From an optimization exercise on the open Yosys and OpenROAD flow, aimed at small area, a short achievable clock period and few clock cycles per item; shortcuts taken in it are not production practice.
Only simulation tests tie the RTL to the original design; equivalence was not proved.

==> flow/design.v (outline; a module is shown in full before it is edited, if it fits) <==
// module fp_classify: 22 lines
// module fp_sig_tree: 946 lines
// module fp_mult_unit: 98 lines
module fp_mult_unit
(
    input  logic                clk,
    input  logic                rst_n,
    input  logic                clk_en,
    input  logic                start,
    input  logic [FP_WIDTH-1:0] dataa,
    input  logic [FP_WIDTH-1:0] datab,
    output logic [FP_WIDTH-1:0] result,
    output logic                done,
    output logic                busy
);
  // ...
==> flow/run.sh <==
#!/bin/bash
# synth_recipe.tcl (not shown) runs the flow's synth.tcl, then flattens the netlist and writes it again
# the make line also repeats each setting of config.mk as NAME=value (left out here)
make -C /OpenROAD-flow-scripts/flow DESIGN_CONFIG=/design/flow/config.mk WORK_HOME=/design/flow/orfs CLKGATE_MAP_FILE= SYNTH_SCRIPT=/design/flow/synth_recipe.tcl finish
==> flow/config.mk <==
export PLATFORM = sky130hd
export DESIGN_NAME = fp_mult_unit
export DESIGN_NICKNAME = fp_mult_unit
export VERILOG_FILES = /design/flow/design.v
export SDC_FILE = /design/flow/constraint.sdc
export NUM_CORES = 4
export LEC_CHECK = 0
export ABC_AREA = 1
export CAP_MARGIN = 20
export CORE_MARGIN = 2
export CORE_UTILIZATION = 60
export PLACE_DENSITY = 0.7
export SLEW_MARGIN = 20
==> flow/constraint.sdc <==
create_clock -name core_clock -period 12.0 [get_ports {clk}]
set_input_delay 2.4000 -clock core_clock [delete_from_list [all_inputs] [get_ports {clk}]]
set_output_delay 2.4000 -clock core_clock [all_outputs]
set_load 0.01 [all_outputs]
==> run summary, run 1 <==
core area=30,400 um2; HP Start=done_q; register area=986 um2; fmax=0.0921 GHz; die area=32,200 um2; Setup WS pre-CTS=1.04 ns; CTS Buffer Depth=2; FF-to-FF path depth=1; largest net degree at the start of global routing=45; Worst-path clk slew=0.05 ns; Stages on worst setup path=35; main combinational cell family by area after synthesis=adder cells; status=no timing/DRC/antenna violations; Design Area, Final=20,100 um2; MaxCap Viol Count=0; CP max-delay cell=clkdlybuf4s50_1; worst clock skew=0 ns; RSZ-0062 raised after global routing=no; Synth Net Count=2,990; Compound-Gate Fraction of Synth Area=0.137; Ports=102; setup TNS=0 ns; Total GRT Usage=0.398; hold path depth=1; wire per inst=21.6 um; Starting DRT DRC Count=2,023; WHS=0.536 ns; top cell type by total area after synthesis=fa_1; CP Launch Point=datab[1]; crit path buf inv count=5; Setup crit end=result_q[21]
Testbench counts, summed over its fixed seeds: cycles 8,000, items 8,000.
==> inputs of run 2 (changes only) <==
--- a/flow/config.mk
+++ b/flow/config.mk
@@ -12,2 +12,3 @@
 export PLACE_DENSITY = 0.7
+export SETUP_SLACK_MARGIN = 1.5
 export SLEW_MARGIN = 20
==> run 2 against run 1 <==
Against the previous run:
- non-clock buffer count rose by 13
- still clean
- flip-flop and latch count did not move
- clock skew unchanged
==> run summary, run 2 <==
Final Critical Period=10.17 ns (was 10.86 ns); CTS tree=yes (unchanged); Port Buffer Count=101 (unchanged); wire per inst=21.7 um (was 21.6 um); Synth cell types=48 (unchanged); register area=986 um2 (unchanged); top cells by count, synth=492 x inv_1, 457 x nand2_1, 280 x xor2_1 (unchanged); Vert. Die Dim=180 um (unchanged); CP max-delay cell=clkdlybuf4s50_1 (unchanged); Yosys Warn Count=2 (unchanged); P&R area growth vs syn=9.78% (was 8.47%); ys flop type=edfxtp_1 (unchanged); number of global-route vias before repair=18,400 (was 18,300); setup TNS=0 ns (unchanged); top cell type by total area after synthesis=fa_1 (unchanged); MaxCap Viol Count=0 (unchanged); largest registers=result_q x32, done_q x1 (unchanged); Post-Synthesis Cells=2,557 (unchanged); DRT Pass-1 Iters=8 (was 6); Post-synth ARST share=0.0303 (unchanged); core area=30,400 um2 (unchanged); Placed Area=19,900 um2 (unchanged); Total GRT Usage=0.398 (about the same); Synth top area share=0.274 (unchanged); max FFs per register=32 (unchanged); Final ANT Viol Nets=0 (unchanged); final cycle utilization of the critical path=0.848 (was 0.905); largest net degree at the start of global routing=45 (unchanged); CP max stage delay=0.74 ns (about the same); CTS Sinks=33 (unchanged); dominant cells by area after synthesis=fa_1 27%, xor2_1 13%, inv_1 10%, nand2_1 9.3%, o22ai_1 8.4% (unchanged); Starting Density=0.608 (unchanged); main combinational cell family by area after synthesis=adder cells (unchanged); DR vias=18,300 (was 18,200); initial antenna violation count=0 (was 1); CTS Buf Count=5 (unchanged); CP Launch Point=datab[8] (was datab[1]); crit path max fanout=20 (was 44); CTS Buffer Depth=2 (unchanged); Root Driver=clkbuf_16 (unchanged); Vias/cell=6.10 (was 6.08); RSZ-0062 raised after global routing=no (unchanged); Compound-Gate Fraction of Synth Area=0.137 (unchanged); fmax=0.0983 GHz (was 0.0921 GHz); Final Hold Fails=0 (unchanged); Final nets=3,038 (was 3,021); max-slew violations=0 (unchanged); CP Data Required Time=12.01 ns (about the same); first-pass GRT wire length=101,000 um (about the same); Worst-path clk slew=0.05 ns (about the same); Post-synth EDFFs=32 (unchanged); Ports=102 (unchanged); Worst R2R Setup Slack=11.24 ns (about the same); reg2reg end=done_q (unchanged); grt ovf=0 (unchanged); worst clock skew=0 ns (unchanged); most common cell in the netlist=inv_1 (unchanged); Placer Congestion=1.02 (unchanged); RR Startpoint=done_q (unchanged); FP Rows=64 (unchanged); share of layout cells above drive strength 1=0.0752 (was 0.0634); post-synthesis cell area=18,500 um2 (unchanged); WHS=0.536 ns (about the same); final routed DRC violation total=0 (unchanged); HP Start=done_q (unchanged); hold path depth=1 (unchanged); FF-to-FF path depth=1 (unchanged); Synth Area per Inst=7.23 um2 (unchanged); post-layout util=0.667 (was 0.659); fill count=2,727 (was 2,732); # H-tree levels=2 (unchanged); later-pin clock latency in the skew report=0.27 ns (about the same); Worst Hold Class=reg2reg (unchanged); # setup viols final=0 (unchanged); Starting DRT DRC Count=2,108 (was 2,023); most frequent cells in the layout=486 x inv_1, 451 x nand2_1, 279 x xor2_1 (was 492 x inv_1, 457 x nand2_1, 280 x xor2_1); flops & latches, synth=33 (unchanged); worst slew pin tran=1.19 ns (was 1.20 ns); status=no timing/DRC/antenna violations (unchanged); register area share after synthesis=0.0533 (unchanged); WS Path Type=in2reg (unchanged); most common cell after layout, fill and taps aside=inv_1 (unchanged); die area=32,200 um2 (unchanged); multi-input logic area=15,100 um2 (was 15,000 um2); Synth Area in Adders=0.350 (unchanged); WHS Endpoint=done_q (unchanged); CP arrival=10.18 ns (was 10.87 ns); Worst Setup End Kind=flip-flop (unchanged); Synth Net Count=2,990 (unchanged); Design Area, Final=20,300 um2 (was 20,100 um2); Die W=180 um (unchanged); crit path launch type=input port (unchanged); area fraction in and, or, nand and nor cells after synthesis=0.189 (unchanged); DRT Wirelength=65,000 um (was 64,400 um); post-synthesis mux area share=0.00115 (unchanged); Slew headroom=0.204 (was 0.201); Top reg by flops=result_q (unchanged); most used cell along the critical path=fa_1 (unchanged); Synth Area in XOR/XNOR=0.135 (unchanged); HPWL after DPL=50,900 um (unchanged)
-- run 2: cell counts after synthesis --
No cell type changed its count.
-- run 2: critical path: cells and delay by family --
| kind | cells | cell delay (ns) |
|---|---|---|
| adders and majority gates | 9 | 3.25 |
| and+or+nand+nor | 18 | 2.44 |
| buffers and inverters | 8 | 1.61 |
| xor gates and xnor gates | 1 | 0.25 |
| AOI/OAI and AO/OA | 1 | 0.20 |
-- run 2: final cells by class --
class,count,share of cell area
tap,396,0.0244
sequential,33,0.0486
timing repair inverter,2,0.000740
inverter,507,0.0947
clock inverter,1,0.000185
multi-input combinational,1875,0.744
timing repair buffer,181,0.0809
antenna,1,0.000123
clock buffer,6,0.00635
-- run 2: metal layers --
| metal | track usage | wire [um] | up-vias | share of wire |
|---|---|---|---|---|
| met5 | 0.00741 | 0 | - | 0 |
| met4 | 0.145 | 2710 | 0 | 0.042 |
| met3 | 0.112 | 8500 | 238 | 0.13 |
| met2 | 0.633 | 28900 | 1270 | 0.44 |
| met1 | 0.518 | 24900 | 8614 | 0.38 |
| li1 | - | - | 8204 | - |
-- run 2: worst max-delay path by stage --
stage | depth (start not counted) | to
detailed placement | 34 | result_q[21]
global placement | 34 | result_q[19]
CTS | 38 | result_q[21]
finish | 37 | result_q[28]
global route | 36 | result_q[23]
floorplan | 38 | result_q[10]
-- run 2: cell families after synthesis --
logic type / Yosys count
DFF: 33
buffers and inverters: 651
adders and majority gates: 365
muxes: 2
AOI/OAI and AO/OA: 422
xor gates and xnor gates: 286
and+or+nand+nor: 798
-- run 2: through the flow --
stage          std cells  setup WS [ns]
3_3_place_gp        2977           1.25
6_report            3002           1.83
2_1_floorplan       2557           2.58
4_1_cts             2989           1.59
3_5_place_dp        2977           1.04
5_1_grt             3001           1.52
-- run 2: what timing repair did --
item | CTS | global route
pin swaps | 0 | 3
buffers inserted | 5 | 8
hold buffers | 0 | 0
gates cloned | 0 | 4
resized for setup | 6 | 25
setup endpoints to repair | 29 | 31
==> module fp_mult_unit, before the edit <==
module fp_mult_unit
(
    input  logic                clk,
    input  logic                rst_n,
    input  logic                clk_en,
    input  logic                start,
    input  logic [FP_WIDTH-1:0] dataa,
    input  logic [FP_WIDTH-1:0] datab,
    output logic [FP_WIDTH-1:0] result,
    output logic                done,
    output logic                busy
);
    function automatic [4:0] tz24(input [22:0] f);
        integer i;
        begin
            tz24 = 5'd23;
            for (i = 22; i >= 0; i = i - 1)
                if (f[i]) tz24 = i[4:0];
        end
    endfunction
    fp_pkg::fp_unpacked_t   ua_c, ub_c;
    logic                   sign_c, spec_c;
    logic [FP_WIDTH-1:0]    spec_res_c;
    logic [47:0]            s_c, c_c;
    logic [22:0]            lo_c;
    logic                   c22_c, cin0_c, cin1_c, q0_23_c;
    logic [24:0]            u0_c, u1_c;           
    logic [23:0]            q0u_c, q1u_c;         
    logic [5:0]             tz_c;
    logic                   tie0_c, tie1_c, n_c;
    logic signed [9:0]      e0_c, e1_c, e_c;
    logic                   ovf_c, unf_c;
    logic [MAN_WIDTH-1:0]   man_c;
    logic [FP_WIDTH-1:0]    result_c;
    logic [FP_WIDTH-1:0]    result_q;
    logic                   done_q;
    fp_classify u_cls_a (.op(dataa), .unp(ua_c));
    fp_classify u_cls_b (.op(datab), .unp(ub_c));
    fp_sig_tree u_tree (.fa(dataa[22:0]), .fb(datab[22:0]), .s(s_c), .c(c_c));
    always_comb begin
        sign_c = ua_c.sign ^ ub_c.sign;
        spec_c = 1'b1;
        if (ua_c.cls == FP_NAN || ub_c.cls == FP_NAN ||
            (ua_c.cls == FP_INF  && ub_c.cls == FP_ZERO) ||
            (ua_c.cls == FP_ZERO && ub_c.cls == FP_INF)) begin
            spec_res_c = QNAN;
        end else if (ua_c.cls == FP_INF || ub_c.cls == FP_INF) begin
            spec_res_c = {sign_c, {EXP_WIDTH{1'b1}}, {MAN_WIDTH{1'b0}}};
        end else if (ua_c.cls == FP_ZERO || ub_c.cls == FP_ZERO) begin
            spec_res_c = {sign_c, {(FP_WIDTH-1){1'b0}}};
        end else begin
            spec_c     = 1'b0;
            spec_res_c = '0;
        end
    end
    always_comb begin
        {c22_c, lo_c[21:0]} = {1'b0, s_c[21:0]} + {1'b0, c_c[21:0]};
        cin0_c  = c22_c ? (s_c[23] | (s_c[22] & c_c[22])) : (s_c[23] & (s_c[22] | c_c[22]));
        cin1_c  = c22_c ? (s_c[23] | s_c[22] | c_c[22])   : (s_c[23] | (s_c[22] & c_c[22]));
        q0_23_c = c22_c ? ~(s_c[23] ^ (s_c[22] & c_c[22])) : (s_c[23] ^ (s_c[22] | c_c[22]));
        u0_c    = {1'b0, s_c[47:24]} + {1'b0, c_c[47:24]};
        u1_c    = {1'b0, s_c[47:24]} + {1'b0, c_c[47:24]} + 25'd1;
        q0u_c   = cin0_c ? u1_c[23:0] : u0_c[23:0];
        q1u_c   = cin1_c ? u1_c[23:0] : u0_c[23:0];
        n_c     = q0u_c[23];
        tz_c    = 6'(tz24(dataa[22:0])) + 6'(tz24(datab[22:0]));
        tie0_c  = (tz_c == 6'd22);
        tie1_c  = (tz_c == 6'd23);
        e0_c    = $signed(10'(ua_c.exp)) + $signed(10'(ub_c.exp)) - 10'sd127;
        e1_c    = $signed(10'(ua_c.exp)) + $signed(10'(ub_c.exp)) - 10'sd126;
        e_c     = n_c ? e1_c : e0_c;
        ovf_c   = n_c ? (e1_c >= 10'sd255) : (e0_c >= 10'sd255);
        unf_c   = n_c ? (e1_c <= 10'sd0)   : (e0_c <= 10'sd0);
        man_c   = n_c ? {q1u_c[22:1], q1u_c[0] & ~tie1_c}
                      : {q0u_c[21:0], q0_23_c & ~tie0_c};
        if (spec_c)
            result_c = spec_res_c;
        else if (ovf_c)
            result_c = {sign_c, {EXP_WIDTH{1'b1}}, {MAN_WIDTH{1'b0}}};
        else if (unf_c)
            result_c = {sign_c, {(FP_WIDTH-1){1'b0}}};
        else
            result_c = {sign_c, e_c[EXP_WIDTH-1:0], man_c};
    end
    always_ff @(posedge clk or negedge rst_n) begin
        if (!rst_n)
            done_q <= 1'b0;
        else if (clk_en)
            done_q <= start;
    end
    always_ff @(posedge clk) begin
        if (clk_en)
            result_q <= result_c;
    end
    assign result = result_q;
    assign done   = done_q;
    assign busy   = done_q;
endmodule
==> inputs of run 3 (changes only) <==
--- a/flow/design.v
+++ b/flow/design.v
@@ -1000,2 +1000,349 @@
 endmodule
+module fp_sig_add
+(
+    input  logic [47:0] s,
+    input  logic [47:0] c,
+    output logic        c22o,
+    output logic [23:0] u0,
+    output logic [23:0] u1
+);
+    wire lg0 = s[0] & c[0];
+    wire lp0 = s[0] ^ c[0];
+    wire lg1 = s[1] & c[1];
+    wire lp1 = s[1] ^ c[1];
+    wire lg2 = s[2] & c[2];
+    wire lp2 = s[2] ^ c[2];
+    wire lg3 = s[3] & c[3];
+    wire lp3 = s[3] ^ c[3];
+    wire lg4 = s[4] & c[4];
+    wire lp4 = s[4] ^ c[4];
+    wire lg5 = s[5] & c[5];
+    wire lp5 = s[5] ^ c[5];
+    wire lg6 = s[6] & c[6];
+    wire lp6 = s[6] ^ c[6];
+    wire lg7 = s[7] & c[7];
+    wire lp7 = s[7] ^ c[7];
+    wire lg8 = s[8] & c[8];
+    wire lp8 = s[8] ^ c[8];
+    wire lg9 = s[9] & c[9];
+    wire lp9 = s[9] ^ c[9];
+    wire lg10 = s[10] & c[10];
+    wire lp10 = s[10] ^ c[10];
+    wire lg11 = s[11] & c[11];
+    wire lp11 = s[11] ^ c[11];
+    wire lg12 = s[12] & c[12];
+    wire lp12 = s[12] ^ c[12];
+    wire lg13 = s[13] & c[13];
+    wire lp13 = s[13] ^ c[13];
+    wire lg14 = s[14] & c[14];
+    wire lp14 = s[14] ^ c[14];
+    wire lg15 = s[15] & c[15];
+    wire lp15 = s[15] ^ c[15];
+    wire lg16 = s[16] & c[16];
+    wire lp16 = s[16] ^ c[16];
+    wire lg17 = s[17] & c[17];
+    wire lp17 = s[17] ^ c[17];
+    wire lg18 = s[18] & c[18];
+    wire lp18 = s[18] ^ c[18];
+    wire lg19 = s[19] & c[19];
+    wire lp19 = s[19] ^ c[19];
+    wire lg20 = s[20] & c[20];
+    wire lp20 = s[20] ^ c[20];
+    wire lg21 = s[21] & c[21];
+    wire lp21 = s[21] ^ c[21];
+    wire lG0_1 = lg1 | (lp1 & lg0);
+    wire lP0_1 = lp1 & lp0;
+    wire lG0_3 = lg3 | (lp3 & lg2);
+    wire lP0_3 = lp3 & lp2;
+    wire lG0_5 = lg5 | (lp5 & lg4);
+    wire lP0_5 = lp5 & lp4;
+    wire lG0_7 = lg7 | (lp7 & lg6);
+    wire lP0_7 = lp7 & lp6;
+    wire lG0_9 = lg9 | (lp9 & lg8);
+    wire lP0_9 = lp9 & lp8;
+    wire lG0_11 = lg11 | (lp11 & lg10);
+    wire lP0_11 = lp11 & lp10;
+    wire lG0_13 = lg13 | (lp13 & lg12);
+    wire lP0_13 = lp13 & lp12;
+    wire lG0_15 = lg15 | (lp15 & lg14);
+    wire lP0_15 = lp15 & lp14;
+    wire lG0_17 = lg17 | (lp17 & lg16);
+    wire lP0_17 = lp17 & lp16;
+    wire lG0_19 = lg19 | (lp19 & lg18);
+    wire lP0_19 = lp19 & lp18;
+    wire lG0_21 = lg21 | (lp21 & lg20);
+    wire lP0_21 = lp21 & lp20;
+    wire lG1_2 = lg2 | (lp2 & lG0_1);
+    wire lP1_2 = lp2 & lP0_1;
+    wire lG1_3 = lG0_3 | (lP0_3 & lG0_1);
+    wire lP1_3 = lP0_3 & lP0_1;
+    wire lG1_6 = lg6 | (lp6 & lG0_5);
+    wire lP1_6 = lp6 & lP0_5;
+    wire lG1_7 = lG0_7 | (lP0_7 & lG0_5);
+    wire lP1_7 = lP0_7 & lP0_5;
+    wire lG1_10 = lg10 | (lp10 & lG0_9);
+    wire lP1_10 = lp10 & lP0_9;
+    wire lG1_11 = lG0_11 | (lP0_11 & lG0_9);
+    wire lP1_11 = lP0_11 & lP0_9;
+    wire lG1_14 = lg14 | (lp14 & lG0_13);
+    wire lP1_14 = lp14 & lP0_13;
+    wire lG1_15 = lG0_15 | (lP0_15 & lG0_13);
+    wire lP1_15 = lP0_15 & lP0_13;
+    wire lG1_18 = lg18 | (lp18 & lG0_17);
+    wire lP1_18 = lp18 & lP0_17;
+    wire lG1_19 = lG0_19 | (lP0_19 & lG0_17);
+    wire lP1_19 = lP0_19 & lP0_17;
+    wire lG2_4 = lg4 | (lp4 & lG1_3);
+    wire lP2_4 = lp4 & lP1_3;
+    wire lG2_5 = lG0_5 | (lP0_5 & lG1_3);
+    wire lP2_5 = lP0_5 & lP1_3;
+    wire lG2_6 = lG1_6 | (lP1_6 & lG1_3);
+    wire lP2_6 = lP1_6 & lP1_3;
+    wire lG2_7 = lG1_7 | (lP1_7 & lG1_3);
+    wire lP2_7 = lP1_7 & lP1_3;
+    wire lG2_12 = lg12 | (lp12 & lG1_11);
+    wire lP2_12 = lp12 & lP1_11;
+    wire lG2_13 = lG0_13 | (lP0_13 & lG1_11);
+    wire lP2_13 = lP0_13 & lP1_11;
+    wire lG2_14 = lG1_14 | (lP1_14 & lG1_11);
+    wire lP2_14 = lP1_14 & lP1_11;
+    wire lG2_15 = lG1_15 | (lP1_15 & lG1_11);
+    wire lP2_15 = lP1_15 & lP1_11;
+    wire lG2_20 = lg20 | (lp20 & lG1_19);
+    wire lP2_20 = lp20 & lP1_19;
+    wire lG2_21 = lG0_21 | (lP0_21 & lG1_19);
+    wire lP2_21 = lP0_21 & lP1_19;
+    wire lG3_8 = lg8 | (lp8 & lG2_7);
+    wire lP3_8 = lp8 & lP2_7;
+    wire lG3_9 = lG0_9 | (lP0_9 & lG2_7);
+    wire lP3_9 = lP0_9 & lP2_7;
+    wire lG3_10 = lG1_10 | (lP1_10 & lG2_7);
+    wire lP3_10 = lP1_10 & lP2_7;
+    wire lG3_11 = lG1_11 | (lP1_11 & lG2_7);
+    wire lP3_11 = lP1_11 & lP2_7;
+    wire lG3_12 = lG2_12 | (lP2_12 & lG2_7);
+    wire lP3_12 = lP2_12 & lP2_7;
+    wire lG3_13 = lG2_13 | (lP2_13 & lG2_7);
+    wire lP3_13 = lP2_13 & lP2_7;
+    wire lG3_14 = lG2_14 | (lP2_14 & lG2_7);
+    wire lP3_14 = lP2_14 & lP2_7;
+    wire lG3_15 = lG2_15 | (lP2_15 & lG2_7);
+    wire lP3_15 = lP2_15 & lP2_7;
+    wire lG4_16 = lg16 | (lp16 & lG3_15);
+    wire lP4_16 = lp16 & lP3_15;
+    wire lG4_17 = lG0_17 | (lP0_17 & lG3_15);
+    wire lP4_17 = lP0_17 & lP3_15;
+    wire lG4_18 = lG1_18 | (lP1_18 & lG3_15);
+    wire lP4_18 = lP1_18 & lP3_15;
+    wire lG4_19 = lG1_19 | (lP1_19 & lG3_15);
+    wire lP4_19 = lP1_19 & lP3_15;
+    wire lG4_20 = lG2_20 | (lP2_20 & lG3_15);
+    wire lP4_20 = lP2_20 & lP3_15;
+    wire lG4_21 = lG2_21 | (lP2_21 & lG3_15);
+    wire lP4_21 = lP2_21 & lP3_15;
+    wire c22 = lG4_21;
+    wire ug0 = s[24] & c[24];
+    wire up0 = s[24] ^ c[24];
+    wire ug1 = s[25] & c[25];
+    wire up1 = s[25] ^ c[25];
+    wire ug2 = s[26] & c[26];
+    wire up2 = s[26] ^ c[26];
+    wire ug3 = s[27] & c[27];
+    wire up3 = s[27] ^ c[27];
+    wire ug4 = s[28] & c[28];
+    wire up4 = s[28] ^ c[28];
+    wire ug5 = s[29] & c[29];
+    wire up5 = s[29] ^ c[29];
+    wire ug6 = s[30] & c[30];
+    wire up6 = s[30] ^ c[30];
+    wire ug7 = s[31] & c[31];
+    wire up7 = s[31] ^ c[31];
+    wire ug8 = s[32] & c[32];
+    wire up8 = s[32] ^ c[32];
+    wire ug9 = s[33] & c[33];
+    wire up9 = s[33] ^ c[33];
+    wire ug10 = s[34] & c[34];
+    wire up10 = s[34] ^ c[34];
+    wire ug11 = s[35] & c[35];
+    wire up11 = s[35] ^ c[35];
+    wire ug12 = s[36] & c[36];
+    wire up12 = s[36] ^ c[36];
+    wire ug13 = s[37] & c[37];
+    wire up13 = s[37] ^ c[37];
+    wire ug14 = s[38] & c[38];
+    wire up14 = s[38] ^ c[38];
+    wire ug15 = s[39] & c[39];
+    wire up15 = s[39] ^ c[39];
+    wire ug16 = s[40] & c[40];
+    wire up16 = s[40] ^ c[40];
+    wire ug17 = s[41] & c[41];
+    wire up17 = s[41] ^ c[41];
+    wire ug18 = s[42] & c[42];
+    wire up18 = s[42] ^ c[42];
+    wire ug19 = s[43] & c[43];
+    wire up19 = s[43] ^ c[43];
+    wire ug20 = s[44] & c[44];
+    wire up20 = s[44] ^ c[44];
+    wire ug21 = s[45] & c[45];
+    wire up21 = s[45] ^ c[45];
+    wire ug22 = s[46] & c[46];
+    wire up22 = s[46] ^ c[46];
+    wire ug23 = s[47] & c[47];
+    wire up23 = s[47] ^ c[47];
+    wire uG0_1 = ug1 | (up1 & ug0);
+    wire uP0_1 = up1 & up0;
+    wire uG0_3 = ug3 | (up3 & ug2);
+    wire uP0_3 = up3 & up2;
+    wire uG0_5 = ug5 | (up5 & ug4);
+    wire uP0_5 = up5 & up4;
+    wire uG0_7 = ug7 | (up7 & ug6);
+    wire uP0_7 = up7 & up6;
+    wire uG0_9 = ug9 | (up9 & ug8);
+    wire uP0_9 = up9 & up8;
+    wire uG0_11 = ug11 | (up11 & ug10);
+    wire uP0_11 = up11 & up10;
+    wire uG0_13 = ug13 | (up13 & ug12);
+    wire uP0_13 = up13 & up12;
+    wire uG0_15 = ug15 | (up15 & ug14);
+    wire uP0_15 = up15 & up14;
+    wire uG0_17 = ug17 | (up17 & ug16);
+    wire uP0_17 = up17 & up16;
+    wire uG0_19 = ug19 | (up19 & ug18);
+    wire uP0_19 = up19 & up18;
+    wire uG0_21 = ug21 | (up21 & ug20);
+    wire uP0_21 = up21 & up20;
+    wire uG0_23 = ug23 | (up23 & ug22);
+    wire uP0_23 = up23 & up22;
+    wire uG1_2 = ug2 | (up2 & uG0_1);
+    wire uP1_2 = up2 & uP0_1;
+    wire uG1_3 = uG0_3 | (uP0_3 & uG0_1);
+    wire uP1_3 = uP0_3 & uP0_1;
+    wire uG1_6 = ug6 | (up6 & uG0_5);
+    wire uP1_6 = up6 & uP0_5;
+    wire uG1_7 = uG0_7 | (uP0_7 & uG0_5);
+    wire uP1_7 = uP0_7 & uP0_5;
+    wire uG1_10 = ug10 | (up10 & uG0_9);
+    wire uP1_10 = up10 & uP0_9;
+    wire uG1_11 = uG0_11 | (uP0_11 & uG0_9);
+    wire uP1_11 = uP0_11 & uP0_9;
+    wire uG1_14 = ug14 | (up14 & uG0_13);
+    wire uP1_14 = up14 & uP0_13;
+    wire uG1_15 = uG0_15 | (uP0_15 & uG0_13);
+    wire uP1_15 = uP0_15 & uP0_13;
+    wire uG1_18 = ug18 | (up18 & uG0_17);
+    wire uP1_18 = up18 & uP0_17;
+    wire uG1_19 = uG0_19 | (uP0_19 & uG0_17);
+    wire uP1_19 = uP0_19 & uP0_17;
+    wire uG1_22 = ug22 | (up22 & uG0_21);
+    wire uP1_22 = up22 & uP0_21;
+    wire uG1_23 = uG0_23 | (uP0_23 & uG0_21);
+    wire uP1_23 = uP0_23 & uP0_21;
+    wire uG2_4 = ug4 | (up4 & uG1_3);
+    wire uP2_4 = up4 & uP1_3;
+    wire uG2_5 = uG0_5 | (uP0_5 & uG1_3);
+    wire uP2_5 = uP0_5 & uP1_3;
+    wire uG2_6 = uG1_6 | (uP1_6 & uG1_3);
+    wire uP2_6 = uP1_6 & uP1_3;
+    wire uG2_7 = uG1_7 | (uP1_7 & uG1_3);
+    wire uP2_7 = uP1_7 & uP1_3;
+    wire uG2_12 = ug12 | (up12 & uG1_11);
+    wire uP2_12 = up12 & uP1_11;
+    wire uG2_13 = uG0_13 | (uP0_13 & uG1_11);
+    wire uP2_13 = uP0_13 & uP1_11;
+    wire uG2_14 = uG1_14 | (uP1_14 & uG1_11);
+    wire uP2_14 = uP1_14 & uP1_11;
+    wire uG2_15 = uG1_15 | (uP1_15 & uG1_11);
+    wire uP2_15 = uP1_15 & uP1_11;
+    wire uG2_20 = ug20 | (up20 & uG1_19);
+    wire uP2_20 = up20 & uP1_19;
+    wire uG2_21 = uG0_21 | (uP0_21 & uG1_19);
+    wire uP2_21 = uP0_21 & uP1_19;
+    wire uG2_22 = uG1_22 | (uP1_22 & uG1_19);
+    wire uP2_22 = uP1_22 & uP1_19;
+    wire uG2_23 = uG1_23 | (uP1_23 & uG1_19);
+    wire uP2_23 = uP1_23 & uP1_19;
+    wire uG3_8 = ug8 | (up8 & uG2_7);
+    wire uP3_8 = up8 & uP2_7;
+    wire uG3_9 = uG0_9 | (uP0_9 & uG2_7);
+    wire uP3_9 = uP0_9 & uP2_7;
+    wire uG3_10 = uG1_10 | (uP1_10 & uG2_7);
+    wire uP3_10 = uP1_10 & uP2_7;
+    wire uG3_11 = uG1_11 | (uP1_11 & uG2_7);
+    wire uP3_11 = uP1_11 & uP2_7;
+    wire uG3_12 = uG2_12 | (uP2_12 & uG2_7);
+    wire uP3_12 = uP2_12 & uP2_7;
+    wire uG3_13 = uG2_13 | (uP2_13 & uG2_7);
+    wire uP3_13 = uP2_13 & uP2_7;
+    wire uG3_14 = uG2_14 | (uP2_14 & uG2_7);
+    wire uP3_14 = uP2_14 & uP2_7;
+    wire uG3_15 = uG2_15 | (uP2_15 & uG2_7);
+    wire uP3_15 = uP2_15 & uP2_7;
+    wire uG4_16 = ug16 | (up16 & uG3_15);
+    wire uP4_16 = up16 & uP3_15;
+    wire uG4_17 = uG0_17 | (uP0_17 & uG3_15);
+    wire uP4_17 = uP0_17 & uP3_15;
+    wire uG4_18 = uG1_18 | (uP1_18 & uG3_15);
+    wire uP4_18 = uP1_18 & uP3_15;
+    wire uG4_19 = uG1_19 | (uP1_19 & uG3_15);
+    wire uP4_19 = uP1_19 & uP3_15;
+    wire uG4_20 = uG2_20 | (uP2_20 & uG3_15);
+    wire uP4_20 = uP2_20 & uP3_15;
+    wire uG4_21 = uG2_21 | (uP2_21 & uG3_15);
+    wire uP4_21 = uP2_21 & uP3_15;
+    wire uG4_22 = uG2_22 | (uP2_22 & uG3_15);
+    wire uP4_22 = uP2_22 & uP3_15;
+    wire uG4_23 = uG2_23 | (uP2_23 & uG3_15);
+    wire uP4_23 = uP2_23 & uP3_15;
+    wire u0_0 = up0;
+    wire u1_0 = ~up0;
+    wire u0_1 = up1 ^ ug0;
+    wire u1_1 = up1 ^ (ug0 | up0);
+    wire u0_2 = up2 ^ uG0_1;
+    wire u1_2 = up2 ^ (uG0_1 | uP0_1);
+    wire u0_3 = up3 ^ uG1_2;
+    wire u1_3 = up3 ^ (uG1_2 | uP1_2);
+    wire u0_4 = up4 ^ uG1_3;
+    wire u1_4 = up4 ^ (uG1_3 | uP1_3);
+    wire u0_5 = up5 ^ uG2_4;
+    wire u1_5 = up5 ^ (uG2_4 | uP2_4);
+    wire u0_6 = up6 ^ uG2_5;
+    wire u1_6 = up6 ^ (uG2_5 | uP2_5);
+    wire u0_7 = up7 ^ uG2_6;
+    wire u1_7 = up7 ^ (uG2_6 | uP2_6);
+    wire u0_8 = up8 ^ uG2_7;
+    wire u1_8 = up8 ^ (uG2_7 | uP2_7);
+    wire u0_9 = up9 ^ uG3_8;
+    wire u1_9 = up9 ^ (uG3_8 | uP3_8);
+    wire u0_10 = up10 ^ uG3_9;
+    wire u1_10 = up10 ^ (uG3_9 | uP3_9);
+    wire u0_11 = up11 ^ uG3_10;
+    wire u1_11 = up11 ^ (uG3_10 | uP3_10);
+    wire u0_12 = up12 ^ uG3_11;
+    wire u1_12 = up12 ^ (uG3_11 | uP3_11);
+    wire u0_13 = up13 ^ uG3_12;
+    wire u1_13 = up13 ^ (uG3_12 | uP3_12);
+    wire u0_14 = up14 ^ uG3_13;
+    wire u1_14 = up14 ^ (uG3_13 | uP3_13);
+    wire u0_15 = up15 ^ uG3_14;
+    wire u1_15 = up15 ^ (uG3_14 | uP3_14);
+    wire u0_16 = up16 ^ uG3_15;
+    wire u1_16 = up16 ^ (uG3_15 | uP3_15);
+    wire u0_17 = up17 ^ uG4_16;
+    wire u1_17 = up17 ^ (uG4_16 | uP4_16);
+    wire u0_18 = up18 ^ uG4_17;
+    wire u1_18 = up18 ^ (uG4_17 | uP4_17);
+    wire u0_19 = up19 ^ uG4_18;
+    wire u1_19 = up19 ^ (uG4_18 | uP4_18);
+    wire u0_20 = up20 ^ uG4_19;
+    wire u1_20 = up20 ^ (uG4_19 | uP4_19);
+    wire u0_21 = up21 ^ uG4_20;
+    wire u1_21 = up21 ^ (uG4_20 | uP4_20);
+    wire u0_22 = up22 ^ uG4_21;
+    wire u1_22 = up22 ^ (uG4_21 | uP4_21);
+    wire u0_23 = up23 ^ uG4_22;
+    wire u1_23 = up23 ^ (uG4_22 | uP4_22);
+    assign c22o = c22;
+    assign u0 = {u0_23, u0_22, u0_21, u0_20, u0_19, u0_18, u0_17, u0_16, u0_15, u0_14, u0_13, u0_12, u0_11, u0_10, u0_9, u0_8, u0_7, u0_6, u0_5, u0_4, u0_3, u0_2, u0_1, u0_0};
+    assign u1 = {u1_23, u1_22, u1_21, u1_20, u1_19, u1_18, u1_17, u1_16, u1_15, u1_14, u1_13, u1_12, u1_11, u1_10, u1_9, u1_8, u1_7, u1_6, u1_5, u1_4, u1_3, u1_2, u1_1, u1_0};
+endmodule
 module fp_mult_unit
@@ -1024,5 +1371,4 @@
     logic [47:0]            s_c, c_c;
-    logic [22:0]            lo_c;
     logic                   c22_c, cin0_c, cin1_c, q0_23_c;
-    logic [24:0]            u0_c, u1_c;           
+    logic [23:0]            u0_c, u1_c;           
     logic [23:0]            q0u_c, q1u_c;         
@@ -1030,6 +1376,5 @@
     logic                   tie0_c, tie1_c, n_c;
-    logic signed [9:0]      e0_c, e1_c, e_c;
-    logic                   ovf_c, unf_c;
-    logic [MAN_WIDTH-1:0]   man_c;
-    logic [FP_WIDTH-1:0]    result_c;
+    logic signed [9:0]      e0_c, e1_c;
+    logic                   ovf0_c, unf0_c, ovf1_c, unf1_c;
+    logic [FP_WIDTH-1:0]    r0_c, r1_c, result_c;
     logic [FP_WIDTH-1:0]    result_q;
@@ -1039,2 +1384,3 @@
     fp_sig_tree u_tree (.fa(dataa[22:0]), .fb(datab[22:0]), .s(s_c), .c(c_c));
+    fp_sig_add  u_add  (.s(s_c), .c(c_c), .c22o(c22_c), .u0(u0_c), .u1(u1_c));
     always_comb begin
@@ -1056,3 +1402,2 @@
     always_comb begin
-        {c22_c, lo_c[21:0]} = {1'b0, s_c[21:0]} + {1'b0, c_c[21:0]};
         cin0_c  = c22_c ? (s_c[23] | (s_c[22] & c_c[22])) : (s_c[23] & (s_c[22] | c_c[22]));
@@ -1060,7 +1405,2 @@
         q0_23_c = c22_c ? ~(s_c[23] ^ (s_c[22] & c_c[22])) : (s_c[23] ^ (s_c[22] | c_c[22]));
-        u0_c    = {1'b0, s_c[47:24]} + {1'b0, c_c[47:24]};
-        u1_c    = {1'b0, s_c[47:24]} + {1'b0, c_c[47:24]} + 25'd1;
-        q0u_c   = cin0_c ? u1_c[23:0] : u0_c[23:0];
-        q1u_c   = cin1_c ? u1_c[23:0] : u0_c[23:0];
-        n_c     = q0u_c[23];
         tz_c    = 6'(tz24(dataa[22:0])) + 6'(tz24(datab[22:0]));
@@ -1070,15 +1410,26 @@
         e1_c    = $signed(10'(ua_c.exp)) + $signed(10'(ub_c.exp)) - 10'sd126;
-        e_c     = n_c ? e1_c : e0_c;
-        ovf_c   = n_c ? (e1_c >= 10'sd255) : (e0_c >= 10'sd255);
-        unf_c   = n_c ? (e1_c <= 10'sd0)   : (e0_c <= 10'sd0);
-        man_c   = n_c ? {q1u_c[22:1], q1u_c[0] & ~tie1_c}
-                      : {q0u_c[21:0], q0_23_c & ~tie0_c};
+        ovf0_c  = (e0_c >= 10'sd255);
+        unf0_c  = (e0_c <= 10'sd0);
+        ovf1_c  = (e1_c >= 10'sd255);
+        unf1_c  = (e1_c <= 10'sd0);
+        q0u_c   = cin0_c ? u1_c : u0_c;
+        q1u_c   = cin1_c ? u1_c : u0_c;
+        n_c     = q0u_c[23];
+        if (spec_c)
+            r0_c = spec_res_c;
+        else if (ovf0_c)
+            r0_c = {sign_c, {EXP_WIDTH{1'b1}}, {MAN_WIDTH{1'b0}}};
+        else if (unf0_c)
+            r0_c = {sign_c, {(FP_WIDTH-1){1'b0}}};
+        else
+            r0_c = {sign_c, e0_c[EXP_WIDTH-1:0], q0u_c[21:0], q0_23_c & ~tie0_c};
         if (spec_c)
-            result_c = spec_res_c;
-        else if (ovf_c)
-            result_c = {sign_c, {EXP_WIDTH{1'b1}}, {MAN_WIDTH{1'b0}}};
-        else if (unf_c)
-            result_c = {sign_c, {(FP_WIDTH-1){1'b0}}};
+            r1_c = spec_res_c;
+        else if (ovf1_c)
+            r1_c = {sign_c, {EXP_WIDTH{1'b1}}, {MAN_WIDTH{1'b0}}};
+        else if (unf1_c)
+            r1_c = {sign_c, {(FP_WIDTH-1){1'b0}}};
         else
-            result_c = {sign_c, e_c[EXP_WIDTH-1:0], man_c};
+            r1_c = {sign_c, e1_c[EXP_WIDTH-1:0], q1u_c[22:1], q1u_c[0] & ~tie1_c};
+        result_c = n_c ? r1_c : r0_c;
     end
--- a/flow/config.mk
+++ b/flow/config.mk
@@ -12,3 +12,2 @@
 export PLACE_DENSITY = 0.7
-export SETUP_SLACK_MARGIN = 1.5
 export SLEW_MARGIN = 20
==> run 3 against run 2 <==
Against the previous run:
- still clean
- fmax decreased by 4.4%
- routed wire length fell by 14%
- first-iteration DRC count shrank 14%
- flip-flop and latch count did not move
- clock-buffer cell count unchanged
- sequential share of layout area rose by 0.27 points
- clock skew is the same
- synthesized cell count down 6.9%
- critical path depth is 3 lower
- non-clock buffer count down 27
- critical endpoint is now result_q[29]
==> run summary, run 3 <==
status=no timing/DRC/antenna violations (unchanged); share of layout cells above drive strength 1=0.0461 (was 0.0752); Vias/cell=5.99 (was 6.10); Synth Net Count=2,818 (was 2,990); GRT Max-Usage Layer=met2 (unchanged); Design Area, Final=19,200 um2 (was 20,300 um2); largest net degree at the start of global routing=58 (was 45); CP Data Required Time=12.00 ns (was 12.01 ns); Synth top area share=0.288 (was 0.274); Final Critical Period=10.64 ns (was 10.17 ns); worst slew pin tran=1.15 ns (was 1.19 ns); Starting DRT DRC Count=1,806 (was 2,108); Placer Congestion=0.981 (was 1.02); Starting Density=0.607 (was 0.608); largest registers=result_q x32, done_q x1 (unchanged); HPWL after DPL=43,000 um (was 50,900 um); WS Path Type=in2reg (unchanged); Synth cell types=52 (was 48); DR vias=16,600 (was 18,300); Final ANT Viol Nets=0 (unchanged); max FFs per register=32 (unchanged); Synth Area per Inst=7.51 um2 (was 7.23 um2); final cycle utilization of the critical path=0.887 (was 0.848); Top reg by flops=result_q (unchanged); Final nets=2,825 (was 3,038); Port Buffer Count=101 (unchanged); fill count=2,704 (was 2,727); crit path max fanout=30 (was 20); most used cell along the critical path=nand2_1 (was fa_1); later-pin clock latency in the skew report=0.27 ns (about the same); crit path launch type=input port (unchanged); wire per inst=20.2 um (was 21.7 um); Post-synth EDFFs=32 (unchanged); top cells by count, synth=398 x inv_1, 381 x nand2_1, 283 x xor2_1 (was 492 x inv_1, 457 x nand2_1, 280 x xor2_1); most common cell after layout, fill and taps aside=inv_1 (unchanged); Yosys Warn Count=2 (unchanged); fmax=0.0939 GHz (was 0.0983 GHz); worst clock skew=0 ns (unchanged); Worst Hold Class=reg2reg (unchanged); CP max stage delay=0.97 ns (was 0.74 ns); die area=31,200 um2 (was 32,200 um2); Slew headroom=0.230 (was 0.204); grt ovf=0 (unchanged); Vert. Die Dim=177 um (was 180 um); # setup viols final=0 (unchanged); CTS hold repair buffers=0 (unchanged); Worst Setup End Kind=flip-flop (unchanged); GRT met3 Usage=0.0728 (was 0.112); MaxCap Viol Count=0 (unchanged); RSZ-0062 raised after global routing=no (unchanged); post-synthesis cell area=17,900 um2 (was 18,500 um2); ys flop type=edfxtp_1 (unchanged); setup TNS=0 ns (unchanged); final routed DRC violation total=0 (unchanged); Post-synth ARST share=0.0303 (unchanged); DRT Pass-1 Iters=6 (was 8); CP max-delay cell=o21ai_1 (was clkdlybuf4s50_1); met2 global-route usage=0.585 (was 0.633); CTS Buf Count=5 (unchanged); top cell type by total area after synthesis=fa_1 (unchanged); Antenna diodes=0 (was 1); flops & latches, synth=33 (unchanged); # H-tree levels=2 (unchanged); CTS tree=yes (unchanged); most frequent cells in the layout=398 x inv_1, 381 x nand2_1, 283 x xor2_1 (was 486 x inv_1, 451 x nand2_1, 279 x xor2_1); most common cell in the netlist=inv_1 (unchanged); CTS resizes=0 (was 6); Placed Area=19,100 um2 (was 19,900 um2); CP arrival=10.65 ns (was 10.18 ns); first-pass GRT wire length=89,000 um (was 101,000 um); register area share after synthesis=0.0551 (was 0.0533); FP Rows=63 (was 64); Worst-path clk slew=0.05 ns (about the same); Post-CTS Setup Bufs=0 (was 5); CTS Buffer Depth=2 (unchanged); Total GRT Usage=0.366 (was 0.398); max-slew violations=0 (unchanged); Ports=102 (unchanged); Post-Synthesis Cells=2,381 (was 2,557); core area=29,500 um2 (was 30,400 um2); dominant cells by area after synthesis=fa_1 29%, xor2_1 14%, o22ai_1 8.6%, inv_1 8.4%, nand2_1 8.0% (was fa_1 27%, xor2_1 13%, inv_1 10%, nand2_1 9.3%, o22ai_1 8.4%); number of global-route vias before repair=16,400 (was 18,400); P&R area growth vs syn=7.62% (was 9.78%); CTS Sinks=33 (unchanged); met1 usage=0.487 (was 0.518); initial antenna violation count=1 (was 0); Die W=177 um (was 180 um); Root Driver=clkbuf_16 (unchanged); DRT Wirelength=56,100 um (was 65,000 um); Final Hold Fails=0 (unchanged)
==> run 3: cell types whose count changed after synthesis, sizes merged, moves of 5 or more <==
cell    delta
clkbuf    -18
inv       -88
o21ai     -12
buf       +28
o211ai    -13
nor2      -26
xor2       +5
nor3      +23
or2        +5
nand2     -93
nand3b     +6
nand3      -7
==> run 3: metrics by stage <==
stage               cells  setup WS, ns  utilization  hold WS [ns]
floorplan            2381          2.95            -         0.573
global placement     2771          1.31        0.648         0.516
detailed placement   2771          1.24        0.648         0.529
CTS                  2778          1.53        0.653         0.539
global route         2778         0.727        0.653         0.561
finish               2778          1.36        0.653         0.534
==> run 3: cell families after synthesis <==
| logic type | Yosys count | synth area share |
|---|---|---|
| buf+inv | 577 | 0.126 |
| simple gates | 703 | 0.171 |
| xor+xnor | 292 | 0.144 |
| flops | 33 | 0.0551 |
| mux | 1 | 0.000630 |
| compound gates | 406 | 0.137 |
| fa+ha+maj | 369 | 0.366 |
==> run 3: layout make-up <==
type	instances	area (um2)	share of cell area
multi-input combinational	1771	14600	0.761
inverter	423	1590	0.0826
timing repair buffer	154	1410	0.0732
sequential	33	986	0.0512
tap	390	488	0.0254
clock buffer	6	129	0.00670
clock inverter	1	3.75	0.000195
==> run 3: path summary, 6_finish.rpt <==
kind | start | endpoint | slack [ns] | depth (start not counted)
min in group asynchronous | rst_n | done_q | 2.27 | 1
max in group asynchronous | rst_n | done_q | 9.64 | 1
hold reg to reg | done_q | done_q | 0.53 | 1
setup reg to reg | done_q | done_q | 11.24 | 1
hold / removal | done_q | done_q | 0.53 | 1
setup / recovery | datab[21] | result_q[29] | 1.36 | 34
==> run 3: routing by layer <==
layer | part of all wire | up-vias
li1 | - | 7645
met1 | 0.40 | 7738
met2 | 0.44 | 1046
met3 | 0.11 | 211
met4 | 0.049 | 2
met5 | 0.00014 | -
==> run 3: critical path: cells and delay by family <==
family                     cells  cell delay (ns)
xor gates and xnor gates       1             0.22
and+or+nand+nor               13             1.62
AOI/OAI and AO/OA              3             1.38
adders and majority gates      8             3.08
buffers and inverters          9             1.92
Testbench counts of run 3, summed over its fixed seeds: cycles 8,000, items 8,000.
==> inputs of run 4 (changes only) <==
--- a/flow/config.mk
+++ b/flow/config.mk
@@ -12,2 +12,3 @@
 export PLACE_DENSITY = 0.7
+export SETUP_SLACK_MARGIN = 3
 export SLEW_MARGIN = 20
==> run 4 against run 3 <==
Against the previous run:
- global-route usage is 1.7 points higher
- clock-buffer cell count unchanged
- largest cell class unchanged
- critical path type unchanged
- still clean on timing, DRC and antenna
- clock skew did not move
- critical path depth decreased by 5
- critical endpoint is now result_q[9]
==> run summary, run 4 <==
status=no timing/DRC/antenna violations (unchanged); Synth Area in XOR/XNOR=0.144 (unchanged); dominant cells by area after synthesis=fa_1 29%, xor2_1 14%, o22ai_1 8.6%, inv_1 8.4%, nand2_1 8.0% (unchanged); Non-Filler Instances=2,854 (was 2,778); Post-synth ARST share=0.0303 (unchanged); Total GRT Usage=0.383 (was 0.366); ys flop type=edfxtp_1 (unchanged); most common cell in the netlist=inv_1 (unchanged); Post-Synthesis Cells=2,381 (unchanged); CP max stage delay=0.58 ns (was 0.97 ns); FP Rows=63 (unchanged); post-synthesis mux area share=0.000630 (unchanged); CTS tree=yes (unchanged); DR vias=17,600 (was 16,600); top cell type by total area after synthesis=fa_1 (unchanged); dpl cells=2,765 (was 2,771); CP Launch Point=datab[17] (was datab[21]); CP max-delay cell=fa_1 (was o21ai_1); register area share after synthesis=0.0551 (unchanged); largest net degree at the start of global routing=58 (unchanged); RR Startpoint=done_q (unchanged); Starting Density=0.607 (unchanged); most common cell after layout, fill and taps aside=inv_1 (unchanged); Compound-Gate Fraction of Synth Area=0.137 (unchanged); CTS Sinks=33 (unchanged); Top reg by flops=result_q (unchanged); Vert. Die Dim=177 um (unchanged); Final ANT Viol Nets=0 (unchanged); share of layout cells above drive strength 1=0.119 (was 0.0461); initial antenna violation count=0 (was 1); flops & latches, synth=33 (unchanged); Placer Congestion=0.958 (was 0.981); MaxCap Viol Count=0 (unchanged); CTS hold repair buffers=0 (unchanged); HPWL after DPL=43,400 um (was 43,000 um); top cells by count, synth=398 x inv_1, 381 x nand2_1, 283 x xor2_1 (unchanged); worst slew pin tran=0.851 ns (was 1.15 ns); Setup WS pre-CTS=1.54 ns (was 1.24 ns); Worst Hold Class=reg2reg (unchanged); Synth Net Count=2,818 (unchanged); RSZ-0062 raised after global routing=no (unchanged); Worst-path clk slew=0.05 ns (about the same); die area=31,200 um2 (unchanged); Final Hold Fails=0 (unchanged); Root Driver=clkbuf_16 (unchanged); post-layout util=0.696 (was 0.653); # setup viols final=0 (unchanged); Synth Area per Inst=7.51 um2 (unchanged); Final Critical Period=8.81 ns (was 10.64 ns); Worst Setup End Kind=flip-flop (unchanged); # H-tree levels=2 (unchanged); Die W=177 um (unchanged); worst clock skew=0 ns (unchanged); Synth Area in Adders=0.366 (unchanged); wire per inst=21.1 um (was 20.2 um); P&R area growth vs syn=14.8% (was 7.62%); max-slew violations=0 (unchanged); main combinational cell family by area after synthesis=adder cells (unchanged); later-pin clock latency in the skew report=0.27 ns (about the same); WS Path Type=in2reg (unchanged); first-pass GRT wire length=93,200 um (was 89,000 um); Starting DRT DRC Count=2,168 (was 1,806); grt ovf=0 (unchanged); most frequent cells in the layout=379 x inv_1, 357 x nand2_1, 280 x xor2_1 (was 398 x inv_1, 381 x nand2_1, 283 x xor2_1); DRT Wirelength=60,200 um (was 56,100 um); fill count=2,503 (was 2,704); Final nets=2,900 (was 2,825); CP Data Required Time=12.02 ns (was 12.00 ns); DRT Pass-1 Iters=6 (unchanged); Synth top area share=0.288 (unchanged); largest registers=result_q x32, done_q x1 (unchanged); area fraction in and, or, nand and nor cells after synthesis=0.171 (unchanged); HP Start=done_q (unchanged); core area=29,500 um2 (unchanged); post-synthesis cell area=17,900 um2 (unchanged); Synth cell types=52 (unchanged); setup TNS=0 ns (unchanged); fmax=0.114 GHz (was 0.0939 GHz); final routed DRC violation total=0 (unchanged); CTS Buffer Depth=2 (unchanged); Post-synth EDFFs=32 (unchanged); crit path launch type=input port (unchanged); max FFs per register=32 (unchanged); final cycle utilization of the critical path=0.734 (was 0.887); Ports=102 (unchanged); Yosys Warn Count=2 (unchanged); CTS Buf Count=5 (unchanged); CP arrival=8.83 ns (was 10.65 ns); Port Buffer Count=101 (unchanged); Slew headroom=0.432 (was 0.230); crit path max fanout=14 (was 30); Vias/cell=6.15 (was 5.99); most used cell along the critical path=fa_1 (was nand2_1); Antenna diodes=0 (unchanged); number of global-route vias before repair=17,100 (was 16,400); worst setup margin=3.19 ns (was 1.36 ns)
-- run 4: cell counts after synthesis --
Identical to the previous run, type by type.
-- run 4: worst paths after layout --
| path | end | slack (ns) | depth (start not counted) |
|---|---|---|---|
| worst min register to register | done_q | 0.53 | 1 |
| max in group asynchronous | done_q | 9.64 | 1 |
| worst max register to register | done_q | 11.25 | 1 |
| min in group asynchronous | done_q | 2.26 | 1 |
| worst min-delay path | done_q | 0.53 | 1 |
| worst max-delay path | result_q[9] | 3.19 | 29 |
-- run 4: repair_timing --
item | in CTS | in global routing
cloned | 10 | 6
gates resized for setup | 120 | 115
endpoints found under the setup margin | 31 | 31
pin swaps | 6 | 25
buffers inserted | 37 | 28
-- run 4: worst max-delay path: cells and delay by family --
family | cells | cell delay [ns]
and+or+nand+nor | 11 | 1.26
buffers and inverters | 7 | 1.26
adders and majority gates | 7 | 3.16
AOI/OAI and AO/OA | 3 | 0.55
xor gates and xnor gates | 1 | 0.20
-- run 4: cells by family after synthesis --
logic type,count (synthesis)
XOR/XNOR,292
adder cells (fa/ha/maj),369
AO/OA/AOI/OAI,406
multiplexers,1
buffers and inverters,577
flip-flops,33
AND/OR/NAND/NOR,703
-- run 4: cell type report --
type,instances,area [um2],share of cell area
clock buffers,6,129,0.00628
clock inverters,2,10.0,0.000488
inverters,423,1680,0.0818
multi-input cells,1774,15100,0.735
flip-flops and latches,33,986,0.0480
well taps,390,488,0.0238
repair buffers,218,2080,0.102
repair inverters,8,57.6,0.00280
-- run 4: through the flow --
| stage | cell area (um2) | hold WS, ns |
|---|---|---|
| 2_1_floorplan | 17900 | 0.573 |
| 3_3_place_gp | 19100 | 0.515 |
| 3_5_place_dp | 19100 | 0.522 |
| 4_1_cts | 19900 | 0.533 |
| 5_1_grt | 20500 | 0.563 |
| 6_report | 20500 | 0.529 |
-- run 4: routing by layer --
metal	vias up	global-route usage	part of all wire	routed length [um]
li1	7804	-	-	-
met1	8265	0.505	0.38	22800
met2	1206	0.598	0.44	26700
met3	288	0.0767	0.12	7140
met4	0	0.202	0.059	3520
met5	-	0	0	0
==> inputs of run 5 (changes only) <==
==> flow/flow/run.sh (new file) <==
#!/bin/bash
# Own layout flow: the standard flow, with the ports buffered by a
# stronger buffer than buffer_ports picks by default (the input ports
# drive wide fanouts straight into the multiplier tree).
set -euo pipefail
cd "$(dirname "$0")/.."
export BUFFER_PORTS_ARGS="-buffer_cell sky130_fd_sc_hd__buf_4"
bash standard.sh synth > synth.log 2>&1
bash standard.sh > layout.log 2>&1
==> flow/standard.sh (new file) <==
#!/bin/bash
# synth_recipe.tcl (not shown) runs the flow's synth.tcl, then flattens the netlist and writes it again
# the make line also repeats each setting of config.mk as NAME=value (left out here)
make -C /OpenROAD-flow-scripts/flow DESIGN_CONFIG=/design/flow/config.mk WORK_HOME=/design/flow/orfs CLKGATE_MAP_FILE= SYNTH_SCRIPT=/design/flow/synth_recipe.tcl "${@:-finish}"
removed: flow/run.sh
==> run 5 against run 4 <==
Against the previous run:
- via count is 2.7% lower
- critical path depth is 2 higher
- fmax is 0.36% higher
- critical path type unchanged
- critical endpoint is now result_q[18]
- highest routed layer unchanged
==> run summary, run 5 <==
MaxCap Viol Count=0 (unchanged); Synth Area in Adders=0.366 (unchanged); setup TNS=0 ns (unchanged); grt ovf=0 (unchanged); Synth Area in XOR/XNOR=0.144 (unchanged); Total GRT Usage=0.371 (was 0.383); FP Rows=63 (unchanged); Final nets=2,845 (was 2,900); status=no timing/DRC/antenna violations (unchanged); HPWL after DPL=42,700 um (was 43,400 um); area fraction in and, or, nand and nor cells after synthesis=0.171 (unchanged); max-slew violations=0 (unchanged); Vert. Die Dim=177 um (unchanged); CP Data Required Time=12.02 ns (about the same); Vias/cell=6.10 (was 6.15); Worst-path clk slew=0.05 ns (about the same); reg2reg end=done_q (unchanged); Final Critical Period=8.78 ns (was 8.81 ns); register area share after synthesis=0.0551 (unchanged); FF-to-FF path depth=1 (unchanged); Top reg by flops=result_q (unchanged); RSZ-0062 raised after global routing=no (unchanged); wire per inst=21.0 um (was 21.1 um); Synth cell types=52 (unchanged); Root Driver=clkbuf_16 (unchanged); CTS Sinks=33 (unchanged); post-synthesis mux area share=0.000630 (unchanged); CTS tree=yes (unchanged); Compound-Gate Fraction of Synth Area=0.137 (unchanged); Placer Congestion=1.02 (was 0.958); flops & latches, synth=33 (unchanged); Post-synth ARST share=0.0303 (unchanged); largest registers=result_q x32, done_q x1 (unchanged); Starting DRT DRC Count=2,026 (was 2,168); main combinational cell family by area after synthesis=adder cells (unchanged); Setup WS pre-CTS=1.81 ns (was 1.54 ns); WHS Endpoint=done_q (unchanged); Slew headroom=0.367 (was 0.432); crit path launch type=input port (unchanged); # H-tree levels=2 (unchanged); # setup viols final=0 (unchanged); fmax=0.114 GHz (about the same); first-pass GRT wire length=90,100 um (was 93,200 um); CTS Buf Count=5 (unchanged); Worst Setup End Kind=flip-flop (unchanged); die area=31,200 um2 (unchanged); later-pin clock latency in the skew report=0.27 ns (about the same); Post-synth EDFFs=32 (unchanged); CTS Buffer Depth=2 (unchanged); crit path max fanout=22 (was 14); number of global-route vias before repair=16,600 (was 17,100); Placed Area=18,800 um2 (was 19,100 um2); DRT Wirelength=58,800 um (was 60,200 um); DR vias=17,100 (was 17,600); worst setup margin=3.22 ns (was 3.19 ns); Starting Density=0.607 (unchanged); ys flop type=edfxtp_1 (unchanged); P&R area growth vs syn=9.43% (was 14.8%); share of layout cells above drive strength 1=0.115 (was 0.119); Ports=102 (unchanged); DRT Pass-1 Iters=8 (was 6); WHS=0.538 ns (was 0.529 ns); Synth top area share=0.288 (unchanged); hold path depth=1 (unchanged); most used cell along the critical path=fa_1 (unchanged); most common cell in the netlist=inv_1 (unchanged); final routed DRC violation total=0 (unchanged); Final Hold Fails=0 (unchanged); dpl cells=2,762 (was 2,765); most frequent cells in the layout=391 x inv_1, 369 x nand2_1, 283 x xor2_1 (was 379 x inv_1, 357 x nand2_1, 280 x xor2_1); most common cell after layout, fill and taps aside=inv_1 (unchanged); Design Area, Final=19,600 um2 (was 20,500 um2); CP arrival=8.80 ns (was 8.83 ns); Die W=177 um (unchanged); Synth Area per Inst=7.51 um2 (unchanged); post-layout util=0.664 (was 0.696); Post-Synthesis Cells=2,381 (unchanged); WS Path Type=in2reg (unchanged); top cells by count, synth=398 x inv_1, 381 x nand2_1, 283 x xor2_1 (unchanged); HP Start=done_q (unchanged); CP max stage delay=0.55 ns (was 0.58 ns); CP max-delay cell=fa_1 (unchanged); dominant cells by area after synthesis=fa_1 29%, xor2_1 14%, o22ai_1 8.6%, inv_1 8.4%, nand2_1 8.0% (unchanged); post-synthesis cell area=17,900 um2 (unchanged); Final ANT Viol Nets=0 (unchanged); Worst R2R Setup Slack=11.24 ns (was 11.25 ns); Yosys Warn Count=2 (unchanged); initial antenna violation count=0 (unchanged); final cycle utilization of the critical path=0.731 (was 0.734); worst clock skew=0 ns (unchanged); Worst Hold Class=reg2reg (unchanged); Port Buffer Count=101 (unchanged); CTS hold repair buffers=0 (unchanged); RR Startpoint=done_q (unchanged); worst slew pin tran=0.948 ns (was 0.851 ns); top cell type by total area after synthesis=fa_1 (unchanged); largest net degree at the start of global routing=58 (unchanged); Non-Filler Instances=2,800 (was 2,854); Synth Net Count=2,818 (unchanged); max FFs per register=32 (unchanged); core area=29,500 um2 (unchanged)
run 5: cell counts after synthesis:
Identical to the previous run, type by type.
run 5: final cells by class:
cell class	instances	area, um2
diodes	1	2.50
clock buffers	7	133
clock inverters	1	5.00
fillers	2623	9910
inverters	423	1650
multi-input cells	1772	14800
flip-flops and latches	33	986
well taps	390	488
repair buffers	170	1430
repair inverters	3	22.5
run 5: layer usage:
layer / GRT usage / vias to the layer above / routed length, um
li1: - / 7682 / -
met1: 0.489 / 7973 / 22400
met5: 0 / - / 0
met3: 0.0784 / 237 / 7170
met2: 0.598 / 1198 / 26300
met4: 0.149 / 0 / 2900
run 5: cell families (layout without fill, tap and decap cells):
family / after synthesis / in the layout
AOI/OAI and AO/OA: 406 / 406
xor gates and xnor gates: 292 / 292
adders and majority gates: 369 / 369
buffers and inverters: 577 / 604
DFF: 33 / 33
muxes: 1 / 1
other: 0 / 1
and+or+nand+nor: 703 / 704
run 5: what timing repair did:
action	4_1_cts	5_1_grt
gates cloned	2	7
pin swaps	2	10
buffers inserted	3	17
setup endpoints to repair	31	31
resized for setup	39	73
run 5: how the worst max path moves through the flow:
stage	startpoint	end	slack (ns)	cells past startpoint
6_report	datab[9]	result_q[18]	3.22	31
5_1_grt	datab[3]	result_q[17]	2.94	31
4_1_cts	datab[13]	result_q[18]	3.01	36
3_5_place_dp	datab[3]	result_q[29]	1.81	32
3_3_place_gp	datab[3]	result_q[29]	2.01	35
2_1_floorplan	datab[19]	result_q[18]	3.10	33
run 5: critical path: cells and delay by family:
family / cells / cell delay [ns]
xor+xnor: 2 / 0.35
buf+inv: 7 / 0.74
simple gates: 10 / 1.11
compound gates: 4 / 0.66
fa+ha+maj: 8 / 3.54
==> inputs of run 6 (changes only) <==
--- a/flow/config.mk
+++ b/flow/config.mk
@@ -12,3 +12,3 @@
 export PLACE_DENSITY = 0.7
-export SETUP_SLACK_MARGIN = 3
+export SETUP_SLACK_MARGIN = 4
 export SLEW_MARGIN = 20
==> run 6 against run 5 <==
Against the previous run:
- worst setup slack improved by 0.45 ns
- final cell count rose by 3.5%
- sequential share of layout area fell by 0.50 points
- die area did not move
- synthesized cell count did not move
- highest routed layer is now met5
==> run summary, run 6 <==
status=no timing/DRC/antenna violations (unchanged); final cycle utilization of the critical path=0.694 (was 0.731); wire per inst=22.9 um (was 21.0 um); multi-input logic area=15,800 um2 (was 14,800 um2); Final nets=2,944 (was 2,845); hold path depth=1 (unchanged); Post-synth EDFFs=32 (unchanged); Worst-path clk slew=0.05 ns (about the same); most frequent cells in the layout=369 x inv_1, 325 x nand2_1, 279 x xor2_1 (was 391 x inv_1, 369 x nand2_1, 283 x xor2_1); DRT Pass-1 Iters=8 (unchanged); most common cell after layout, fill and taps aside=inv_1 (unchanged); dominant cells by area after synthesis=fa_1 29%, xor2_1 14%, o22ai_1 8.6%, inv_1 8.4%, nand2_1 8.0% (unchanged); CTS Buf Count=5 (unchanged); # setup viols final=0 (unchanged); Placer Congestion=1.02 (about the same); Ports=102 (unchanged); Post-synth ARST share=0.0303 (unchanged); Synth Area per Inst=7.51 um2 (unchanged); Top reg by flops=result_q (unchanged); CP max stage delay=0.61 ns (was 0.55 ns); max FFs per register=32 (unchanged); P&R area growth vs syn=21.5% (was 9.43%); CP Data Required Time=12.01 ns (was 12.02 ns); worst slew pin tran=0.860 ns (was 0.948 ns); largest net degree at the start of global routing=58 (unchanged); Vias/cell=6.38 (was 6.10); FP Rows=63 (unchanged); number of global-route vias before repair=18,200 (was 16,600); setup TNS=0 ns (unchanged); Final ANT Viol Nets=0 (unchanged); CTS hold repair buffers=0 (unchanged); die area=31,200 um2 (unchanged); DRT Wirelength=66,300 um (was 58,800 um); Slew headroom=0.426 (was 0.367); post-synthesis cell area=17,900 um2 (unchanged); Starting Density=0.607 (unchanged); Yosys Warn Count=2 (unchanged); worst clock skew=0 ns (unchanged); Setup WS pre-CTS=1.62 ns (was 1.81 ns); Worst Hold Class=reg2reg (unchanged); HP Start=done_q (unchanged); top cells by count, synth=398 x inv_1, 381 x nand2_1, 283 x xor2_1 (unchanged); reg2reg end=done_q (unchanged); Final Critical Period=8.33 ns (was 8.78 ns); DR vias=18,500 (was 17,100); initial antenna violation count=1 (was 0); crit path max fanout=24 (was 22); ys flop type=edfxtp_1 (unchanged); Worst R2R Setup Slack=11.24 ns (about the same); max-slew violations=0 (unchanged); HPWL after DPL=42,900 um (was 42,700 um); largest registers=result_q x32, done_q x1 (unchanged); Synth cell types=52 (unchanged); crit path launch type=input port (unchanged); Synth top area share=0.288 (unchanged); Port Buffer Count=101 (unchanged); register area=986 um2 (unchanged); share of layout cells above drive strength 1=0.207 (was 0.115); register area share after synthesis=0.0551 (unchanged); Worst Setup End Kind=flip-flop (unchanged); Post-Synthesis Cells=2,381 (unchanged); top cell type by total area after synthesis=fa_1 (unchanged); flops & latches, synth=33 (unchanged); # H-tree levels=2 (unchanged)
-- run 6: cell counts after synthesis --
Identical to the previous run, type by type.
-- run 6: critical path, delay by kind of cell --
family	cells	cell delay, ns
XOR/XNOR	2	0.40
AO/OA/AOI/OAI	2	0.42
adder cells (fa/ha/maj)	8	3.05
AND/OR/NAND/NOR	13	1.16
buffers and inverters	9	0.86
-- run 6: metrics by stage --
step           hold slack (ns)  instance area [um2]  utilization  std cells
4_1_cts                  0.541                21300        0.721       2872
3_3_place_gp             0.519                18800        0.639       2744
3_5_place_dp             0.531                18800        0.639       2744
6_report                 0.533                21700        0.737       2899
5_1_grt                  0.547                21700        0.737       2898
2_1_floorplan            0.573                18300            -       2381
-- run 6: per-layer routing --
metal,routed length [um],GRT usage,vias to the layer above
met2,28600,0.658,1497
met4,5220,0.248,2
li1,-,-,7907
met1,23500,0.518,8646
met5,12,0,-
met3,9020,0.120,451
-- run 6: what timing repair did --
action | in CTS | in global routing
pin swaps | 75 | 48
cloned | 29 | 3
setup endpoints to repair | 31 | 31
gates resized for setup | 244 | 76
setup buffers | 91 | 23
-- run 6: kinds of logic (layout without fill, tap and decap cells) --
kind of cell / after synthesis / in the layout / share of synthesized area
adders and majority gates: 369 / 369 / 0.366
xor gates and xnor gates: 292 / 292 / 0.144
and+or+nand+nor: 703 / 711 / 0.171
other: 0 / 1 / 0
muxes: 1 / 1 / 0.000630
DFF: 33 / 33 / 0.0551
buffers and inverters: 577 / 691 / 0.126
AOI/OAI and AO/OA: 406 / 411 / 0.137
-- run 6: area by class of cell --
class,count,share of cell area
Timing Repair Buffer,245,0.110
Sequential cell,33,0.0454
Antenna cell,1,0.000115
Multi-Input combinational cell,1784,0.726
Clock inverter,3,0.000576
Clock buffer,5,0.00576
Tap cell,390,0.0225
Timing Repair inverter,15,0.00599
Inverter,423,0.0832
-- run 6: worst max-delay path by stage --
| stage | startpoint | endpoint | slack (ns) | cells past startpoint |
|---|---|---|---|---|
| 6_report | datab[7] | result_q[22] | 3.67 | 34 |
| 5_1_grt | datab[1] | result_q[18] | 3.41 | 36 |
| 4_1_cts | datab[1] | result_q[9] | 3.80 | 32 |
| 3_5_place_dp | datab[11] | result_q[29] | 1.62 | 29 |
| 3_3_place_gp | datab[11] | result_q[29] | 1.81 | 32 |
| 2_1_floorplan | datab[1] | result_q[18] | 3.80 | 35 |

separate check: timing with driven ports:
Ports are ideal in the flow. The routed layouts listed here were re-timed in OpenROAD.
Step 1: set_driving_cell puts a clkbuf_16 on clk and a buf_2 on each other input, an assumption about the parent block.
Step 2 also shifts input and output timing later by t, the mid clock arrival at the registers, as if the neighbouring blocks saw the same clock.
Three values: ideal ports, drivers, drivers and shift; two values: the first two.
run	shift t [ns]	setup WS [ns]	worst setup path at the end	clock arrival spread, ns	slew at the worst register clock pin (ns)
run 1	0.305	1.143 / 1.144 / 0.839	input to register	0.004 / 0.004	0.05 / 0.05
run 2	0.304	1.829 / 1.837 / 1.532	input to register	0.004 / 0.003	0.05 / 0.05
run 3	0.307	1.356 / 1.367 / 1.060	input to register	0.005 / 0.005	0.05 / 0.05
run 4	0.306	3.191 / 3.201 / 2.895	input to register	0.006 / 0.005	0.05 / 0.05
run 5	0.301	3.223 / 3.209 / 2.908	input to register	0.008 / 0.009	0.05 / 0.05
run 6	0.304	3.674 / 3.551 / 3.247	input to register	0.004 / 0.004	0.05 / 0.05
After both steps setup and hold are still met in every run listed. The setup slack of run 6, which loses most, moves by -0.123 ns with the drivers and by -0.427 ns with both steps.
